This is an optimization exercise on Yosys and OpenROAD, whose aim is small area, not a production implementation. In this exercise RTL edits were held to simulation tests only and were not proved equivalent to the original.

==> flow/design.v (outline; a module is shown in full before it is edited, if it fits) <==
// module operand_select: 44 lines
// module int_alu: 111 lines
// module branch_resolve: 70 lines
// module ex_mac: 2177 lines
// module ex_fa: 10 lines
// module ex_ha: 9 lines
// module completion_buffer: 99 lines
// module ex_rd8: 7 lines
// module ex_control: 49 lines
// module ex_stage: 129 lines
module ex_stage (
	input  logic                clock,
	input  logic                rst_n,
	input  logic                issue_valid,
	input  logic [209:0]        issue_pkt,
	output logic                issue_credit,
	output logic                complete_valid,
	output logic [37:0]         complete,
	input  logic                bus_credit,
	output logic                branch_valid,
	output logic [39:0]         branch
);
  // ...
==> flow/flow/run.sh <==
#!/bin/bash
# The standard layout, with plain buffers (not delay cells) on the ports;
# timing-driven placement only steers placement, its trial buffering is
# not kept.
set -euo pipefail
export BUFFER_PORTS_ARGS="-buffer_cell sky130_fd_sc_hd__buf_1"
export GPL_KEEP_OVERFLOW=0
bash standard.sh > standard.log 2>&1
==> flow/standard.sh <==
#!/bin/bash
# synth_recipe.tcl (not shown) runs the flow's synth.tcl, then flattens the netlist and writes it again
# the make line also repeats each setting of config.mk as NAME=value (left out here)
make -C /OpenROAD-flow-scripts/flow DESIGN_CONFIG=/design/flow/config.mk WORK_HOME=/design/flow/orfs CLKGATE_MAP_FILE= SYNTH_SCRIPT=/design/flow/synth_recipe.tcl "${@:-finish}"
==> flow/config.mk <==
export PLATFORM = sky130hd
export DESIGN_NAME = ex_stage
export DESIGN_NICKNAME = ex_stage
export VERILOG_FILES = /design/flow/design.v
export SDC_FILE = /design/flow/constraint.sdc
export NUM_CORES = 4
export LEC_CHECK = 0
export ABC_AREA = 1
export CAP_MARGIN = 20
export CORE_MARGIN = 2
export CORE_UTILIZATION = 58
export CTS_BUF_LIST = sky130_fd_sc_hd__clkbuf_8
export CTS_CLUSTER_DIAMETER = 45
export CTS_CLUSTER_SIZE = 18
export GPL_ROUTABILITY_DRIVEN = 0
export SETUP_SLACK_MARGIN = 0.1
export SLEW_MARGIN = 20
export SYNTH_HIERARCHICAL = 1
==> flow/constraint.sdc <==
create_clock -name core_clock -period 10.0 [get_ports {clock}]
set_input_delay 2.0000 -clock core_clock [delete_from_list [all_inputs] [get_ports {clock}]]
set_output_delay 2.0000 -clock core_clock [all_outputs]
set_load 0.01 [all_outputs]
==> out/metrics.yaml, run 1 <==
routing:
  routedWlPerCell_um: 25.8
  vias: 45500
  drtIter0Drc: 5125
  top_layer: "met5"
run_status:
  status: "finished clean"
yosys:
  synth-edff-count: 328
  synth-seq-cells: 437
  yosysWarnings: 14
  syn_area_um2: 49700
  ys_types: 51
  syn_inst: 6221
sta:
  final.setup.tns_ps: 0
run:
  cap_violations: 0
die:
  die_area_um2: 88000
  die_w_um: 297
  core_region_area_um2: 85000
cells_and_area:
  n_sequential_cell: 437
  final_common_cell: "nand2_1"
  nNetsFinal: 7172
  final_cell_mix: "nand2_1 (1735), inv_1 (612), xor2_1 (559), o22ai_1 (508), fa_1 (472)"
  buffers: 400
  design_area_um2: 53200
worst_hold_path:
  holdPathStages: 0
  min_to: "u_ex_control.mul_v[2]"
worst_setup_path:
  path_depth: 33
  max_stage_delay_ps: 580
  r2r_end: "u_completion_buffer.busy[7]"
  cp_top_family: "adder cells"
  worst-endpoint-required_ps: 10300
grt:
  use_met2: 0.680
  busiest_layer: "met2"
placement:
  placed_cells: 7325
clock_tree:
  htree_levels: 1
==> run 2, diff against run 1 <==
--- a/flow/config.mk
+++ b/flow/config.mk
@@ -14,5 +14,5 @@
 export CTS_CLUSTER_SIZE = 18
 export GPL_ROUTABILITY_DRIVEN = 0
-export SETUP_SLACK_MARGIN = 0.1
+export SETUP_SLACK_MARGIN = 0.05
 export SLEW_MARGIN = 20
 export SYNTH_HIERARCHICAL = 1
==> run 2 against run 1 <==
Compared with the run above: cell area about the same; worst setup slack gained 7.4 ps; routed wire length hardly changed; utilization is essentially flat; flip-flop and latch count unchanged; still clean; cell count about the same; synthesized area unchanged; hold slack better by 1.3 ps.
==> out/metrics.yaml, run 2 <==
run_status:
  status: "finished clean"  # unchanged
yosys:
  yosysWarnings: 14  # unchanged
  synth-seq-cells: 437  # unchanged
  synth-edff-count: 328  # unchanged
  ys_types: 51  # unchanged
  async_flop_share: 0.0549  # unchanged
  synth_area_per_cell_um2: 7.98  # unchanged
  yosysMostFrequentCell: "nand2_1"  # unchanged
  ys.flop_type: "edfxtp_1"  # unchanged
  synth_area_leaders: "edfxtp_1 (20%), fa_1 (19%), nand2_1 (13%)"  # unchanged
  yosysTopAreaCell: "edfxtp_1"  # unchanged
  syn_inst: 6221  # unchanged
  syn_area_um2: 49700  # unchanged
  synth_top_cell_area_share: 0.198  # unchanged
  synth-seq-area-share: 0.245  # unchanged
  syn_nets: 7145  # unchanged
  synthTopCellsByCount: "nand2_1 (1763), inv_1 (668), xor2_1 (561)"  # unchanged
cells_and_area:
  largest_reg_flops: 304  # unchanged
  final_cell_mix: "nand2_1 (1735), inv_1 (612), xor2_1 (559), o22ai_1 (508), fa_1 (472)"  # unchanged
  fillers: 7591  # was 7587
  final_cells: 7425  # was 7421
  post_route_cells_drive_above_1_share: 0.0626  # was 0.0622
  syn_to_final_growth_pct: 7.12  # was 7.06%
  top_register: "u_completion_buffer.mem"  # unchanged
  top_regs: "u_completion_buffer.mem: 304 flops, branch_q: 40 flops, predicted_target_q: 32 flops"  # unchanged
  final_common_cell: "nand2_1"  # unchanged
  nNetsFinal: 7174  # was 7172
worst_setup_path:
  endpoint_kind: "register"  # unchanged
  cpMostUsedCell: "nand2_1"  # unchanged
  max_stage_delay_ps: 680  # was 580 ps
  worst-endpoint-required_ps: 10380  # was 10300 ps
  crit_fanout: 30  # was 26
  crit_slowest_cell: "inv_2"  # was xor2_1
  cp_top_family: "adder cells"  # unchanged
  critPathLaunchType: "primary input"  # unchanged
  path_class: "primary input to register"  # unchanged
  crit_arrival_ps: 10140  # was 10070 ps
  path_buf_inv: 5  # was 7
sta:
  skew_ps: 32.3  # was 32.4 ps
  final.setup.tns_ps: 0  # unchanged
  max_freq_ghz: 0.102  # about the same
  hold_viol: 0  # unchanged
  worst_slack_ps: 242  # was 235 ps
  setup_viol: 0  # unchanged
  finalHoldWorstSlack_ps: 337  # was 336 ps
  worst_pin_slew_ps: 1100  # about the same
  rsz0062_at_grt: "no"  # unchanged
  finalWorstPathRequiredPeriod_ps: 9760  # about the same
  period_share: 0.976  # about the same
  drv_slew: 0  # unchanged
  slew_headroom: 0.264  # was 0.262
grt:
  track_usage: 0.431  # about the same
  grt_pass1_vias: 43300  # about the same
  grt_antenna_before_repair: 2  # unchanged
  grt_pass1_wl_um: 278000  # unchanged
  grt_max_degree: 55  # unchanged
  grt_overflow: 0  # unchanged
die:
  initial_core_util: 0.584  # unchanged
  pin_count: 295  # unchanged
  die_height_um: 297  # unchanged
  die_area_um2: 88000  # unchanged
  num_rows: 107  # unchanged
  die_w_um: 297  # unchanged
  core_region_area_um2: 85000  # unchanged
routing:
  ant_nets: 0  # unchanged
  drtIter0Drc: 5262  # was 5125
  dr.pass1.iters: 8  # was 6
  vias_per_cell: 6.14  # was 6.13
  wl_um: 192000  # about the same
  routedWlPerCell_um: 25.8  # about the same
  drc: 0  # unchanged
  vias: 45600  # was 45.5k
clock_tree:
  root_buffer: "clkbuf_8"  # unchanged
  clock_latency_ps: 640  # about the same
  htree_levels: 1  # unchanged
  cts_made_buffers: 30  # unchanged
  clk_path_buf_depth: 3  # unchanged
  cts_tree: "yes"  # unchanged
  clk_pin_slew_ps: 120  # about the same
  cts.sinks: 437  # unchanged
worst_hold_path:
  hold_path_class: "register to register"  # unchanged
placement:
  dp_slack_ps: -2270  # unchanged
  placed_cells: 7325  # unchanged
  io_buffer_count: 287  # unchanged
  hpwl_um: 142000  # unchanged
run:
  cap_violations: 0  # unchanged
[run 2: modules after synthesis (local to each module, per instance)]
module             times used  flip-flops and latches
ex_stage                    1                      74
ex_ha                     106                       0
operand_select              1                       0
completion_buffer           1                     344
ex_control                  1                      19
ex_rd8                     41                       0
int_alu                     1                       0
branch_resolve              1                       0
ex_mac                      1                       0
ex_fa                     471                       0
[run 2: layout make-up]
| cell class | instances | area (um^2) | area share |
|---|---|---|---|
| timing repair buffer | 402 | 2860 | 0.0537 |
| timing repair inverter | 3 | 21.3 | 0.000400 |
| multi-input combinational | 4694 | 33500 | 0.629 |
| tap | 1144 | 1430 | 0.0269 |
| clock inverter | 24 | 141 | 0.00266 |
| antenna | 7 | 17.5 | 0.000329 |
| inverter | 682 | 2660 | 0.0499 |
| sequential | 437 | 12200 | 0.228 |
| clock buffer | 32 | 440 | 0.00828 |
[run 2: cell families after synthesis]
family | count (synthesis) | synth area share
XOR/XNOR | 582 | 0.103
buffers and inverters | 1094 | 0.0918
AND/OR/NAND/NOR | 2541 | 0.206
adder cells (fa/ha/maj) | 710 | 0.250
flip-flops | 437 | 0.245
AO/OA/AOI/OAI | 857 | 0.104
[run 2: path summary, 6_finish.rpt]
path / startpoint / endpoint / slack (ps) / cells after the start
min in group asynchronous: rst_n / u_ex_control.bus_cnt[0] / 1350 / 1
min reg2reg: u_ex_control.mul_v[1] / u_ex_control.mul_v[2] / 340 / 0
max in group asynchronous: rst_n / u_ex_control.mul_v[1] / 8240 / 1
max: issue_pkt[41] / u_completion_buffer.mem[0][16] / 240 / 31
max reg2reg: u_completion_buffer.rd_ptr[0] / u_completion_buffer.busy[7] / 7320 / 13
min: u_ex_control.mul_v[1] / u_ex_control.mul_v[2] / 340 / 0
[run 2: per-stage QoR]
step	util	instance area, um^2
floorplan	-	49700
global placement	0.590	50200
detailed placement	0.611	51900
CTS	0.621	52800
global route	0.626	53200
finish	0.626	53200
[run 2: repair_timing]
action	4_1_cts	5_1_grt
pin swaps	4	6
setup endpoints to repair	288	273
gates resized for setup	47	51
setup buffers	11	17
gates cloned	7	0
hold buffers	0	0
[run 2: per-layer routing]
layer	up-vias	wire, um	global-route usage
li1	20100	-	-
met1	21600	68600	0.530
met2	3073	84400	0.677
met3	823	22000	0.0946
met4	2	16600	0.304
met5	-	16	0

port drivers added, routing unchanged:
How much do the figures lean on ideal ports? The routed layouts below were timed once more, with nothing changed but the port constraints. Step 1 (the two cells are an assumption about what drives the block):
set clk [get_ports {clock}]
set_driving_cell -lib_cell sky130_fd_sc_hd__clkbuf_16 $clk
set_driving_cell -lib_cell sky130_fd_sc_hd__buf_2 [delete_from_list [all_inputs] $clk]
Step 2 adds t to the input delays and takes it off the output delays; t is the mean of the earliest and latest rising clock arrival at the registers after step 1. Input paths then give back, and output paths get back, about the clock's delay inside the block. Three values: ideal, step 1, step 2; two values: the first two.
run	t, ns	setup WS [ns]	worst register clock-pin slew, ns
run 1	0.671	0.235 / 0.252 / -0.419	0.12 / 0.12
run 2	0.670	0.242 / 0.250 / -0.420	0.12 / 0.12
With both steps, setup timing fails in run 1 and run 2, where it was met with ideal ports. For run 2, which loses most, drivers alone change the setup slack by +0.008 ns; drivers and shift together by -0.662 ns.
